Background: an optimization exercise with open tools, aiming at small area and a short achievable clock period. Do not read the settings as production practice. Only simulation tests tie the RTL to the original design; equivalence was not proved. Power is estimated from default activity; no workload was simulated.

Design ps2_key_event_queue, start of the top module:
module ps2_key_event_queue #(
  parameter int FIFO_DEPTH      = 8,
  parameter bit SUPPRESS_REPEAT = 1'b1,
  parameter bit IGNORE_CTRL     = 1'b1
) (
  input  logic                          clk,
  input  logic                          reset,
  input  logic [7:0]                    rx_data,
  input  logic                          rx_valid,
  input  logic                          rx_overflow,
  output logic [9:0]                    evt_data,
  output logic                          evt_valid,
  input  logic                          evt_ready,
  output logic [$clog2(FIFO_DEPTH):0]   evt_count,
  output logic                          drop_flag,
  input  logic                          drop_clr,
  output logic [8:0]                    keys_down,
  output logic [31:0]                   cur_key
);
  logic       r_ext, r_rel, r_pause;
  logic [2:0] r_skip;
  logic w_v, w_e0, w_f0, w_e1, w_ctrl, w_prefix, w_pause_end, w_key;
  logic w_emit, w_track, w_ev_ext, w_ev_rel;
  logic [7:0] w_code;
  assign w_v    = rx_valid && !rx_overflow;
  assign w_e0   = (rx_data == 8'hE0);
  assign w_f0   = (rx_data == 8'hF0);
  assign w_e1   = (rx_data == 8'hE1);
  assign w_ctrl = (rx_data == 8'h00) || (rx_data == 8'hAA) || (rx_data == 8'hEE) ||
                  (rx_data == 8'hFA) || (rx_data == 8'hFE) || (rx_data == 8'hFF);
  assign w_prefix    = !r_rel && !r_pause;            
  assign w_pause_end = r_pause && (r_skip <= 3'd1);
  assign w_key       = !w_e0 && !w_f0 && !w_e1 && (r_ext || !w_ctrl);
  assign w_track  = w_v && (r_rel || (w_prefix && w_key));
  assign w_emit   = w_track || (w_v && w_pause_end);
  assign w_ev_ext = r_ext || r_pause;
  ...
Size in the first run: roughly 2300 cells after synthesis, ~71 I/O pins, roughly 25000 µm² of cells after synthesis.
make LEC_CHECK=0 CAP_MARGIN=0 CORE_MARGIN=2 CORE_UTILIZATION=40 CTS_BUF_LIST=sky130_fd_sc_hd__clkbuf_8 CTS_CLUSTER_DIAMETER=80 CTS_CLUSTER_SIZE=16 SETUP_SLACK_MARGIN=3.6 SLEW_MARGIN=0 SYNTH_HIERARCHICAL=1 TNS_END_PERCENT=10 finish   # period 6.5 ns
run.sh (not shown) runs the stock make flow with config.mk's settings and CLKGATE_MAP_FILE= SYNTH_SCRIPT=/design/flow/synth_recipe.tcl, a recipe that flattens the netlist after the stock synthesis.
Next try:
--- a/flow/config.mk
+++ b/flow/config.mk
@@ -12,5 +12,5 @@
 export CTS_CLUSTER_DIAMETER = 80
 export CTS_CLUSTER_SIZE = 16
-export SETUP_SLACK_MARGIN = 3.6
+export SETUP_SLACK_MARGIN = 3.0
 export SLEW_MARGIN = 0
 export SYNTH_HIERARCHICAL = 1
The new run ran to the end with no violations.
Synthesized area does not change.
Worst hold slack got worse by 0.0031 ns.
Cell area falls by 11%.
First-iteration DRC count falls by 32%.
Via count falls by 9.9%.
Fmax falls by 5.0%.
Flip-flop and latch count stays the same.
Wire length falls by 18%.
Sequential power falls by about 0.9%.
Power falls by 4.4%.
Next try:
==> flow/flow/run.sh (new file) <==
#!/bin/bash
# Layout flow: the standard flow, with the port buffers made plain
# buffers (sky130_fd_sc_hd__buf_4) instead of the default delay-cell choice.
export BUFFER_PORTS_ARGS="-buffer_cell sky130_fd_sc_hd__buf_4"
bash standard.sh > standard.log 2>&1
==> flow/standard.sh (new file) <==
#!/bin/bash
# synth_recipe.tcl (not shown) runs the flow's synth.tcl, then flattens the netlist and writes it again
# the make line also repeats each setting of config.mk as NAME=value (left out here)
make -C /OpenROAD-flow-scripts/flow DESIGN_CONFIG=/design/flow/config.mk WORK_HOME=/design/flow/orfs CLKGATE_MAP_FILE= SYNTH_SCRIPT=/design/flow/synth_recipe.tcl "${@:-finish}"
--- a/flow/config.mk
+++ b/flow/config.mk
@@ -12,5 +12,5 @@
 export CTS_CLUSTER_DIAMETER = 80
 export CTS_CLUSTER_SIZE = 16
-export SETUP_SLACK_MARGIN = 3.0
+export SETUP_SLACK_MARGIN = 3.45
 export SLEW_MARGIN = 0
 export SYNTH_HIERARCHICAL = 1
removed: flow/run.sh
Outcome: The changed run passed the timing, design-rule and antenna checks; routed wire length went up by about 13%; setup slack gains 0.29 ns; final area goes up by about 5%; sequential share of layout area shrinks by 2.4 points; sequential power stays flat; clock-buffer cell count is lower by 3; global-route usage rose by 1.1 points; hold slack barely changes; maximum frequency rose by 8.7%.


== build 18 ==
Another version of the RTL of ps2_key_event_queue (not shown whole).
For scale: roughly 2400 cells after synthesis, roughly 650 flip-flops, about 0.026 mm2 of cells after synthesis.
export LEC_CHECK = 0
export CAP_MARGIN = 10
export CORE_MARGIN = 2
export CORE_UTILIZATION = 60
export CTS_BUF_LIST = sky130_fd_sc_hd__clkbuf_8
export CTS_CLUSTER_DIAMETER = 80
export CTS_CLUSTER_SIZE = 16
export SETUP_SLACK_MARGIN = 3.2
export SLEW_MARGIN = 10
export SYNTH_HIERARCHICAL = 1
export TNS_END_PERCENT = 10
create_clock -name core_clock -period 6.5 [get_ports {clk}]
standard.sh (not shown) runs the stock make flow with config.mk's settings and CLKGATE_MAP_FILE= SYNTH_SCRIPT=/design/flow/synth_recipe.tcl, a recipe that flattens the netlist after the stock synthesis.
==> flow/flow/run.sh <==
#!/bin/bash
# Layout flow: the standard flow, with the port buffers made plain
# buffers (sky130_fd_sc_hd__buf_4) instead of the default delay-cell choice.
export BUFFER_PORTS_ARGS="-buffer_cell sky130_fd_sc_hd__buf_4"
bash standard.sh > standard.log 2>&1
The inputs of build 43 differ from those of build 18 as listed below.
- a change of SETUP_SLACK_MARGIN from 3.2 to 3.3
- a change of CORE_UTILIZATION from 60 to 40
==> run summary <==
- Run comparison: build 43 slowest cell on the critical path mux2_4; build 18 slowest cell on the critical path and4bb_4
- Diff build 18 -> build 43 | design area | up by a few percent
- Relative to build 18, build 43 degrades clock skew.
- Build 43 and build 18 ended up with roughly the same power share of the sequential group.
- Delta (build 43 minus build 18): number of nets in the layout rose by 1.1%; wire length of the first global-routing pass rose by about 2.3%.
- Compared with build 18, in build 43 slack of the worst reg-to-reg path barely changed, worst IR drop on VDD dropped 40%, sum of met3 wire segment lengths after detailed routing dropped 2.5%, part of the power in combinational logic dropped 0.2 points, wire length on met1 climbed about 7%.
> inputs changed (build 43 -> build 25)
- a change of CORE_UTILIZATION from 40 to 55
Notes after the runs:
On slew at the pin with the worst max-slew slack, the lower figure sits with build 25, not build 43. Delta (build 25 minus build 43): clock transition at the registers of the reported paths neither gained nor lost much; die area lost 27%; placeable core region lost 27%. Compared with build 43, build 25 shows a number of clock buffers in the layout that is 2 lower. The final reports for build 25 and build 43 show non-clock buffer instance count of the final layout lower in the former. Reported for build 43 and build 25, maximum clock insertion buffer count turned out identical to the last digit. Between build 43 and build 25, the difference in total design power is negligible. Sequential share of layout area for build 25 is higher than for build 43. The maximum frequency of build 25 is higher than that of build 43.
Input changes introduced in build 30 (baseline for comparison: build 25):
- changing CORE_UTILIZATION from 55 to 70
[summary]
Summary of build 30 over build 25: setup slack after placement increased by 0.15 ns relative to the old numbers; share of power burned in combinational logic increased by 0.7 points relative to the old numbers; initial antenna violation count increased by 1 relative to the old numbers; worst setup slack increased by 0.040 ns relative to the old numbers; core utilization increased by 18 points relative to the old numbers. Looking at relative max-transition margin across both flows, build 30 is the weaker of the two, with build 25 ahead. As of build 30, final area had risen slightly compared to build 25. Diff build 25 -> build 30 | first-pass GRT wire length | down by a few percent. ~same power in build 30 and build 25.


main:
Starting RTL as in the previous note.
clock: 6.5 ns
lec_check: 0
cap_margin: 10
core_margin: 2
core_utilization: 60
cts_buf_list: sky130_fd_sc_hd__clkbuf_8
cts_cluster_diameter: 80
cts_cluster_size: 16
setup_slack_margin: 3.3
slew_margin: 10
synth_hierarchical: 1
tns_end_percent: 30
Scripts as last shown in full above: flow/flow/run.sh
For the feature branch, these inputs were changed with respect to main:
Settings: changing TNS_END_PERCENT from 30 to 10.
[summary]
Taking main as the reference point, the sum of met3 wire segment lengths after detailed routing of the feature branch falls by about 7%.
The feature branch vs. main: shortest clock period the worst path allows after layout shows a reduction of 0.095 ns, final instance count without filler cells down about 0.45%, worst hold slack stayed essentially flat.
Comparing main against the feature branch, there is no change at all in inverter count.
Comparing combined global-route utilization of all metal layers for main and the feature branch, the smaller number came from the feature branch.

afterwards: timing with drivers on the ports:
In the flow no input, the clock included, has a driving cell. The finished layouts below were timed again as built, in two steps. Step 1: set_driving_cell puts a clkbuf_16 on clk and a buf_2 on each other input, an assumption about the parent block. Step 2 adds t to the input delays and takes it off the output delays; t is the mean of the earliest and latest rising clock arrival at the registers after step 1. Input paths then give back, and output paths get back, about the clock's delay inside the block. Slacks: ideal ports / drivers / drivers and shift; pairs: ideal ports / drivers.
run | t, ns | setup WS [ns] | worst setup path after step 2 | worst slew at a driven data input, ns | cell pins on the clock port's net
the first run of note 1 | 0.726 | 3.042 / 3.020 / 2.294 | input to register | 0.16 | 1
the second run of note 1 | 0.726 | 2.861 / 2.806 / 2.193 | input to register | 0.04 | 1
the third run of note 1 | 0.734 | 3.153 / 3.015 / 2.281 | input to register | 0.28 | 1
build 18 | 0.726 | 3.181 / 3.166 / 2.440 | input to register | 0.07 | 1
build 43 | 0.713 | 3.132 / 2.914 / 2.202 | input to register | 0.30 | 1
build 25 | 0.736 | 3.201 / 3.189 / 2.453 | input to register | 0.07 | 1
build 30 | 0.727 | 3.241 / 3.046 / 2.319 | input to register | 0.27 | 1
main | 0.716 | 3.156 / 3.009 / 2.293 | input to register | 0.20 | 1
the feature branch | 0.724 | 3.251 / 3.142 / 2.418 | input to register | 0.17 | 1
After both steps every run listed still meets setup and hold. The setup slack of build 43, which loses most, moves by -0.218 ns with the drivers and by -0.930 ns with both steps.
